Source: an optimization exercise on an open RTL-to-GDS flow (aim: small area). Production flows keep margins and buffers that such runs may drop. The RTL was checked by simulation tests, not by an equivalence proof against the original design. Power and IR drop assume default switching activity.

--- flow/design.v ---
module int_regfile_mp #(
    parameter int XLEN     = 32,
    parameter int INDEX    = 5,
    parameter int NREAD    = 2,
    parameter int NWRITE   = 1,
    parameter int ZERO_REG = 1,
    parameter int BYPASS   = 1,
    localparam int NREGS   = 2**INDEX
) (
    input  logic                     CLK,
    input  logic                     RST_N,
    input  logic [NREAD*INDEX-1:0]   RA,
    output logic [NREAD*XLEN-1:0]    RD,
    output logic [NREAD-1:0]         RBUSY,
    input  logic [NWRITE-1:0]        WE,
    input  logic [NWRITE*INDEX-1:0]  WA,
    input  logic [NWRITE*XLEN-1:0]   WD,
    input  logic                     ISSUE_EN,
    input  logic [INDEX-1:0]         ISSUE_RD,
    output logic [NREGS-1:0]         BUSY_VEC
);
    logic [NREGS-1:0][XLEN-1:0] regs_q;
    logic [NREGS-1:0][XLEN-1:0] regs_d;
    logic [NREGS-1:0] busy_q;
    logic [NREGS-1:0] busy_d;
    logic             hit_s;
    logic             clr_s;
    logic             set_s;
    logic [INDEX-1:0] ra_s;
    logic [XLEN-1:0]  rdat_s;
    function automatic logic is_zero_addr(input logic [INDEX-1:0] addr);
        is_zero_addr = (ZERO_REG != 0) && (addr == {INDEX{1'b0}});
    endfunction
    always_comb begin
        clr_s = 1'b0;
        hit_s = 1'b0;
        set_s = 1'b0;
        for (int i = 0; i < NREGS; i++) begin
            regs_d[i] = regs_q[i];
            clr_s     = 1'b0;
            for (int p = 0; p < NWRITE; p++) begin
                hit_s     = WE[p] && (WA[p*INDEX +: INDEX] == INDEX'(i));
                regs_d[i] = (hit_s && !is_zero_addr(INDEX'(i))) ? WD[p*XLEN +: XLEN] : regs_d[i];
                clr_s     = clr_s | hit_s;
            end
            set_s     = ISSUE_EN && (ISSUE_RD == INDEX'(i)) && !is_zero_addr(INDEX'(i));
            busy_d[i] = set_s ? 1'b1 : (clr_s ? 1'b0 : busy_q[i]);
        end
    end
    always_comb begin
        RD     = {(NREAD*XLEN){1'b0}};
        RBUSY  = {NREAD{1'b0}};
        ra_s   = {INDEX{1'b0}};
        rdat_s = {XLEN{1'b0}};
        for (int r = 0; r < NREAD; r++) begin
            ra_s   = RA[r*INDEX +: INDEX];
            rdat_s = regs_q[ra_s];
            for (int p = 0; p < NWRITE; p++) begin
                rdat_s = ((BYPASS != 0) && WE[p] && (WA[p*INDEX +: INDEX] == ra_s)) ?
                         WD[p*XLEN +: XLEN] : rdat_s;
            end
            RD[r*XLEN +: XLEN] = (is_zero_addr(ra_s) || !RST_N) ? {XLEN{1'b0}} : rdat_s;
            RBUSY[r]           = is_zero_addr(ra_s) ? 1'b0 : busy_q[ra_s];
        end
    end
    always_ff @(posedge CLK or negedge RST_N) begin
        if (!RST_N) begin
            for (int i = 0; i < NREGS; i++) begin
                regs_q[i] <= {XLEN{1'b0}};
            end
            busy_q <= {NREGS{1'b0}};
        end else begin
            regs_q <= regs_d;
            busy_q <= busy_d;
        end
    end
    assign BUSY_VEC = busy_q;
endmodule
module regfile_4r2w (
    input  logic         CLK,
    input  logic         RST_N,
    input  logic [19:0]  RA,
    output logic [127:0] RD,
    output logic [3:0]   RBUSY,
    input  logic [1:0]   WE,
    input  logic [9:0]   WA,
    input  logic [63:0]  WD,
    input  logic         ISSUE_EN,
    input  logic [4:0]   ISSUE_RD,
    output logic [31:0]  BUSY_VEC
);
    int_regfile_mp #(
        .XLEN(32), .INDEX(5), .NREAD(4), .NWRITE(2), .ZERO_REG(1), .BYPASS(1)
    ) u_rf (
        .CLK(CLK), .RST_N(RST_N), .RA(RA), .RD(RD), .RBUSY(RBUSY),
        .WE(WE), .WA(WA), .WD(WD), .ISSUE_EN(ISSUE_EN), .ISSUE_RD(ISSUE_RD),
        .BUSY_VEC(BUSY_VEC)
    );
endmodule
--- flow/run.sh ---
#!/bin/bash
# synth_recipe.tcl (not shown) runs the flow's synth.tcl, then flattens the netlist and writes it again
# the make line also repeats each setting of config.mk as NAME=value (left out here)
make -C /OpenROAD-flow-scripts/flow DESIGN_CONFIG=/design/flow/config.mk WORK_HOME=/design/flow/orfs CLKGATE_MAP_FILE= SYNTH_SCRIPT=/design/flow/synth_recipe.tcl finish
--- flow/config.mk ---
export PLATFORM = sky130hd
export DESIGN_NAME = regfile_4r2w
export DESIGN_NICKNAME = regfile_4r2w
export VERILOG_FILES = /design/flow/design.v
export SDC_FILE = /design/flow/constraint.sdc
export NUM_CORES = 4
export LEC_CHECK = 0
export CAP_MARGIN = 20
export CORE_MARGIN = 2
export CORE_UTILIZATION = 40
export SETUP_SLACK_MARGIN = 0.2
export SLEW_MARGIN = 20
--- flow/constraint.sdc ---
create_clock -name core_clock -period 7.0 [get_ports {CLK}]
set_input_delay 1.4000 -clock core_clock [delete_from_list [all_inputs] [get_ports {CLK}]]
set_output_delay 1.4000 -clock core_clock [all_outputs]
set_load 0.01 [all_outputs]
==> results of run 1 <==
-- report_power, final --
| group | total (mW) | leakage [nW] | switching (mW) | internal, mW |
|---|---|---|---|---|
| clock | 6.66 | 1.96 | 2.89 | 3.77 |
| sequential | 9.73 | 12.5 | 2.25 | 7.48 |
| combinational | 8.43 | 26.7 | 4.33 | 4.10 |
-- layout make-up --
type                            count  area (µm²)  share of cell area
Multi-Input combinational cell   6714       54100               0.573
Clock inverter                     47         577             0.00610
Tap cell                         2805        3510              0.0371
Sequential cell                  1023       25600               0.271
Inverter                            7        26.3            0.000278
Timing Repair Buffer              788        7200              0.0762
Antenna cell                       24        60.1            0.000636
Clock buffer                      163        3400              0.0359
-- how the worst max path moves through the flow --
stage,startpoint,to,slack (ns),cells after the start
5_1_grt,WA[2],RD[19],0.38,9
3_3_place_gp,WA[7],RD[116],0.22,10
3_5_place_dp,WA[7],RD[116],0.20,10
2_1_floorplan,RA[15],RD[101],2.45,9
4_1_cts,WA[7],RD[106],0.30,8
6_report,WA[7],RD[118],0.16,8
-- critical path, stage by stage --
cell and delay, ns:
clkdlybuf4s50_1 0.92, buf_4 0.38, xor2_1 0.18, nor4_1 0.11, a21oi_4 0.15, nand2b_2 0.36, o41ai_1 1.21, clkdlybuf4s50_1 0.72
-- kinds of logic after synthesis --
family / share of synthesized area
AOI/OAI and AO/OA: 0.162
xor gates and xnor gates: 0.00416
buffers and inverters: 0.0613
DFF: 0.304
muxes: 0.372
other: 0.0000445
and+or+nand+nor: 0.0961
-- cells in the mapped netlist (all sizes together) (5+ instances only) --
cell type,count
a221oi,127
xnor2,20
nand2b,127
o21ai,494
a32o,18
a32oi,128
nor2b,134
buf,474
or3,6
xor2,20
o22ai,512
mux2i,2211
nand2,564
dfrtp,1023
nor3,390
mux4,324
and3,5
mux2,167
or2,7
a311oi,96
clkbuf,672
a211oi,24
inv,7
o41ai,129
a21oi,520
nor4,8
nor2,560
o31ai,6
a22oi,96
-- through the flow --
step	std cells	util	power, mW
after floorplan	8890	-	14.7
after global placement	11300	0.431	17.4
after detailed placement	11300	0.431	17.8
after CTS	11500	0.450	24.4
after global routing	11600	0.451	25.7
final	11600	0.451	24.8
-- registers in the layout, indices dropped and copies added, names as in the netlist --
register,cells
u_rf.regs_q,992
u_rf.busy_q,31
-- metal layers --
layer  vias to the layer above  GRT usage  routed length [µm]
met2                      6873      0.544              176000
met1                     39800      0.460              151000
li1                      33000          -                   -
met5                         -     0.0140                 621
met3                      2048      0.151               61200
met4                        40      0.284               37500
==> impl_metrics.csv, run 1 <==
group,metric,value,unit
outcome,status,"no timing/DRC/antenna violations",
power_and_ir_drop,p_leak,41.1,nW
critical_path,cp-start-kind,"input port",
global_route,antenna_found_initial,43,
yosys,synth_warnings,1,
sta,min_period_over_period,0.977,
sta,fin_setup_tns,0,ns
floorplan,num_rows,168,
yosys,syn_area_per_cell,9.47,µm²
critical_path,r2r_setup_slack,5.93,ns
detailed_routing,drt_pass1_iterations,8,
detailed_routing,drt-initial-drc-count,13700,
critical_path,end_kind,"output port",
power_and_ir_drop,power.density,263,mW/mm²
yosys,ys_seq_area_frac,0.304,
sta,layout_setup_ws,0.158,ns
yosys,synth-seq-cells,1023,
detailed_routing,viasPerCell,7.07,
placed_design,routabilityCongestion,1.03,
global_route,grt_overflow,0,
clocking,cts.htree.levels,3,
detailed_routing,drc_errors,0,
final_layout,fin_area,0.0945,mm²
floorplan,dieWidth,463,µm
yosys,ys_types,48,
hold_path,hold_path_class,"in2async",
yosys,syn_nets,8994,
final_layout,fill_cells,19800,
critical_path,r2r_end,"u_rf.busy_q[27]",
final_layout,layout_commonest_cell,"mux2i_1",
sta,maxSlewViolCount,0,
critical_path,r2r_start,"u_rf.busy_q[27]",
yosys,ys_top_cells_by_area,"dfrtp_1 (30%), mux2i_1 (26%), mux4_2 (8.7%)",
placed_design,dpl_cell_area,0.0903,mm²
final_layout,drive_gt1_frac,0.155,
final_layout,layout_common_cells,"mux2i_1 (2211), dfrtp_1 (1023), nor2_1 (537), nand2_1 (526), a21oi_1 (519)",
final_layout,finalNetCount,8758,
clocking,cts_tree,"yes",
critical_path,crit_arrival,5.44,ns
yosys,synth_largest_area_cell,"dfrtp_1",
floorplan,ios,268,
detailed_routing,routed-via-count,81800,
job,drv_cap,0,
critical_path,worstRegToRegCells,2,
placed_design,dpl_worst_slack,0.197,ns
detailed_routing,ant_nets,0,
sta,setup_violations,0,
global_route,grtUsageTotal,0.381,
floorplan,coreArea,0.209,mm²
sta,fin_crit,6.84,ns
sta,clock_skew,0,ns
global_route,grt_pass1_wl,594000,µm
detailed_routing,wirelength,426000,µm
power_and_ir_drop,ir_worst_vdd,230,µV
clocking,cts.sinks,1023,
global_route,grt_max_degree,157,
yosys,synthFlopType,"dfrtp_1",
yosys,syn-cell-area,0.0842,mm²
floorplan,dieArea,0.214,mm²
yosys,synth_edf_count,0,
clocking,cts_hold_buf,0,
placed_design,hpwl,268000,µm
global_route,grt_pass1_vias,77300,
floorplan,initial_core_util,0.402,
critical_path,required,5.60,ns
floorplan,fp.dieH,463,µm
clocking,cts_made_buffers,120,
clocking,cts.clk_slew.worst_paths,0.06,ns
sta,fmax,0.146,GHz
clocking,cts_buffer_depth,3,
detailed_routing,routedWlPerCell,36.8,µm
sta,slew_headroom,0.107,
clocking,clk_latency,0.80,ns
yosys,synth_top_area_frac,0.304,
sta,hold_ws,0.435,ns
critical_path,crit_fanout,16,
sta,hold_viol,0,
clocking,cts-root-buf,"clkbuf_16",
final_layout,area_growth,12.3,%
sta,tightest_slew,1.34,ns
placed_design,port-buffer-count,266,
yosys,synth-async-reset-ratio,1.00,
critical_path,path_class,"in2out",
clocking,cts_setup_buffers,0,
clocking,cts_resized,1,
sta,rsz0062_at_grt,"no",
yosys,syn_inst,8890,
==> run 2: changes to the inputs <==
==> flow/design.v (replaced) <==
module int_regfile_mp #(
    parameter int XLEN     = 32,
    parameter int INDEX    = 5,
    parameter int NREAD    = 2,
    parameter int NWRITE   = 1,
    parameter int ZERO_REG = 1,
    parameter int BYPASS   = 1,
    localparam int NREGS   = 2**INDEX
) (
    input  logic                     CLK,
    input  logic                     RST_N,
    input  logic [NREAD*INDEX-1:0]   RA,
    output logic [NREAD*XLEN-1:0]    RD,
    output logic [NREAD-1:0]         RBUSY,
    input  logic [NWRITE-1:0]        WE,
    input  logic [NWRITE*INDEX-1:0]  WA,
    input  logic [NWRITE*XLEN-1:0]   WD,
    input  logic                     ISSUE_EN,
    input  logic [INDEX-1:0]         ISSUE_RD,
    output logic [NREGS-1:0]         BUSY_VEC
);
    localparam int LO = (ZERO_REG != 0) ? 1 : 0;
    logic [NREGS-1:0][XLEN-1:0] regs_q;
    logic [NREGS-1:0]           valid_q;
    logic [NREGS-1:0]           busy_q;
    logic [NWRITE*NREGS-1:0] hit;
    logic [NWRITE*NREGS-1:0] win;
    logic [NREGS-1:0]             wr;
    always_comb begin
        for (int i = 0; i < NREGS; i++) begin
            for (int p = 0; p < NWRITE; p++)
                hit[p*NREGS+i] = WE[p] && (WA[p*INDEX +: INDEX] == INDEX'(i)) && (i >= LO);
            wr[i] = 1'b0;
            for (int p = NWRITE-1; p >= 0; p--) begin
                win[p*NREGS+i] = hit[p*NREGS+i] && !wr[i];
                wr[i]     = wr[i] | hit[p*NREGS+i];
            end
        end
    end
    logic [NREGS-1:0][XLEN-1:0] regs_d;
    always_comb begin
        for (int i = 0; i < NREGS; i++) begin
            regs_d[i] = regs_q[i] & {XLEN{!wr[i]}};
            if (i < LO) regs_d[i] = {XLEN{1'b0}};
            for (int p = 0; p < NWRITE; p++)
                regs_d[i] = regs_d[i] | (WD[p*XLEN +: XLEN] & {XLEN{win[p*NREGS+i]}});
        end
    end
    always_ff @(posedge CLK) begin
        regs_q <= regs_d;
    end
    always_ff @(posedge CLK or negedge RST_N) begin
        if (!RST_N) begin
            valid_q <= {NREGS{1'b0}};
            busy_q  <= {NREGS{1'b0}};
        end else begin
            for (int i = 0; i < NREGS; i++) begin
                if (i < LO) begin
                    valid_q[i] <= 1'b0;
                    busy_q[i]  <= 1'b0;
                end else begin
                    valid_q[i] <= valid_q[i] | wr[i];
                    busy_q[i]  <= (ISSUE_EN && (ISSUE_RD == INDEX'(i))) ? 1'b1 :
                                  (wr[i] ? 1'b0 : busy_q[i]);
                end
            end
        end
    end
    logic [INDEX-1:0]  ra;
    logic [NWRITE-1:0] byp;
    logic [NWRITE-1:0] bsel;
    logic              anyb;
    logic              en;
    logic [XLEN-1:0]   acc;
    always_comb begin
        RD    = {(NREAD*XLEN){1'b0}};
        RBUSY = {NREAD{1'b0}};
        for (int r = 0; r < NREAD; r++) begin
            ra  = RA[r*INDEX +: INDEX];
            en  = RST_N && !((ZERO_REG != 0) && (ra == {INDEX{1'b0}}));
            anyb = 1'b0;
            for (int p = NWRITE-1; p >= 0; p--) begin
                byp[p]  = (BYPASS != 0) && WE[p] && (WA[p*INDEX +: INDEX] == ra);
                bsel[p] = en && byp[p] && !anyb;
                anyb    = anyb | byp[p];
            end
            acc = {XLEN{1'b0}};
            for (int p = 0; p < NWRITE; p++)
                acc = acc | (WD[p*XLEN +: XLEN] & {XLEN{bsel[p]}});
            for (int i = LO; i < NREGS; i++)
                acc = acc | (regs_q[i] & {XLEN{en && !anyb && valid_q[i] && (ra == INDEX'(i))}});
            RD[r*XLEN +: XLEN] = acc;
            RBUSY[r] = busy_q[ra] && !((ZERO_REG != 0) && (ra == {INDEX{1'b0}}));
        end
    end
    assign BUSY_VEC = busy_q;
endmodule
module regfile_4r2w (
    input  logic         CLK,
    input  logic         RST_N,
    input  logic [19:0]  RA,
    output logic [127:0] RD,
    output logic [3:0]   RBUSY,
    input  logic [1:0]   WE,
    input  logic [9:0]   WA,
    input  logic [63:0]  WD,
    input  logic         ISSUE_EN,
    input  logic [4:0]   ISSUE_RD,
    output logic [31:0]  BUSY_VEC
);
    int_regfile_mp #(
        .XLEN(32), .INDEX(5), .NREAD(4), .NWRITE(2), .ZERO_REG(1), .BYPASS(1)
    ) u_rf (
        .CLK(CLK), .RST_N(RST_N), .RA(RA), .RD(RD), .RBUSY(RBUSY),
        .WE(WE), .WA(WA), .WD(WD), .ISSUE_EN(ISSUE_EN), .ISSUE_RD(ISSUE_RD),
        .BUSY_VEC(BUSY_VEC)
    );
endmodule
==> run 2 against run 1 <==
- the flow now stops in 5_1_grt
- area after synthesis down 12%
- synthesized cell count grew 7.3%
==> impl_metrics.csv, run 2 <==
group,metric,value,unit
outcome,status,"did not finish",
outcome,lastStage,"5_1_grt",
outcome,error,"[ERROR GRT-0116] Global routing finished with congestion. Check the congestion regions in the DRC Viewer.",
yosys,synth-seq-cells,1054,
floorplan,fp.dieH,435,µm
clocking,cts_made_buffers,117,
yosys,synth-async-reset-ratio,0.0588,
yosys,synth_fa_ha_area_frac,0,
yosys,synth_compound_gate_area_share,0.320,
yosys,muxShareOfSynthArea,0.142,
clocking,cts_buffer_depth,3,
yosys,ys_top_cells_by_area,"dfxtp_1 (27%), mux2i_1 (13%), a22oi_1 (8.9%)",
global_route,grt_overflow,1322,
global_route,grt_pass1_wl,1210000,µm
floorplan,dieWidth,435,µm
yosys,yosysMostFrequentCell,"dfxtp_1",
yosys,synth_commonest_cells,"dfxtp_1 (992), clkbuf_1 (983), mux2i_1 (970), nand2_1 (928), a22oi_1 (878)",
yosys,synth-simple-area-share,0.180,
clocking,cts-root-buf,"clkbuf_16",
placed_design,port-buffer-count,266,
yosys,synth_xor_area_frac,0.00522,
clocking,cts.sinks,1054,
yosys,synth_edf_count,0,
clocking,cts.htree.levels,3,
yosys,synthFlopType,"dfxtp_1",
placed_design,routabilityCongestion,1.42,
floorplan,num_rows,158,
placed_design,dpl_worst_slack,-0.323,ns
placed_design,dp_cells,12300,
yosys,synth_largest_area_cell,"dfxtp_1",
yosys,ys_seq_area_frac,0.288,
global_route,grt_max_degree,67,
floorplan,ios,268,
yosys,syn-cell-area,0.0743,mm²
yosys,ys_types,88,
yosys,synth_top_family_by_area,"compound AO/OA/AOI/OAI gates",
yosys,synth_top_area_frac,0.267,
yosys,synth_warnings,1,
yosys,syn_nets,9641,
yosys,syn_inst,9537,
floorplan,initial_core_util,0.401,
global_route,grtUsageTotal,0.915,
global_route,grt_pass1_vias,115000,
placed_design,hpwl,591000,µm
yosys,syn_area_per_cell,7.79,µm²
-- run 2: per-layer routing --
| layer | track usage | GRT overflow |
|---|---|---|
| met5 | 0.694 | 30 |
| met3 | 0.869 | 192 |
| met1 | 0.937 | 179 |
| met2 | 0.968 | 514 |
| met4 | 0.864 | 407 |
-- run 2: power groups by stage --
stage	combinational [mW]	clock [mW]	sequential, mW
after floorplan	3.07	0	9.34
after detailed placement	6.01	0	11.9
after global placement	5.85	0	11.9
after CTS	6.04	6.75	11.8
-- run 2: cell families after synthesis --
group,count (synthesis)
buffers and inverters,1229
DFF,1054
other,1
AOI/OAI and AO/OA,3406
and+or+nand+nor,2796
xor gates and xnor gates,40
muxes,1011
-- run 2: worst max path at each step --
stage | start | end | slack, ns | cells past startpoint
4_1_cts | RA[5] | RD[39] | 0.17 | 12
3_5_place_dp | WE[0] | RD[39] | -0.32 | 11
3_3_place_gp | WE[0] | RD[39] | -0.28 | 11
2_1_floorplan | RA[1] | RD[12] | 1.77 | 10
-- run 2: timing repair --
item / CTS
hold endpoints to repair: 0
cloned: 0
buffers inserted: 9
hold buffers: 0
endpoints found under the setup margin: 30
pin swaps: 8
resized for setup: 30
-- run 2: per-stage QoR --
stage          setup TNS [ns]  instance area, µm²
3_3_place_gp            -1.08               87900
3_5_place_dp           -0.919               88000
4_1_cts                     0               92300
2_1_floorplan               0               74300

[static timing again, ports no longer ideal]
How much do the figures lean on ideal ports? The routed layout below was timed once more, with nothing changed but the port constraints.
Step 1: set_driving_cell puts a clkbuf_16 on CLK and a buf_2 on each other input, an assumption about the parent block.
Step 2 also shifts input and output timing later by t, the mid clock arrival at the registers, as if the neighbouring blocks saw the same clock.
a / b / c = no drivers / after step 1 / after step 2; a / b = the first two.
run: run 1
t, ns: 0.882
setup WS [ns]: 0.158 / 0.135 / 0.135
slew at the worst register clock pin (ns): 0.07 / 0.07
After both steps run 1 still meets setup and hold. For run 1, drivers alone change the setup slack by -0.023 ns; drivers and shift together by -0.023 ns.
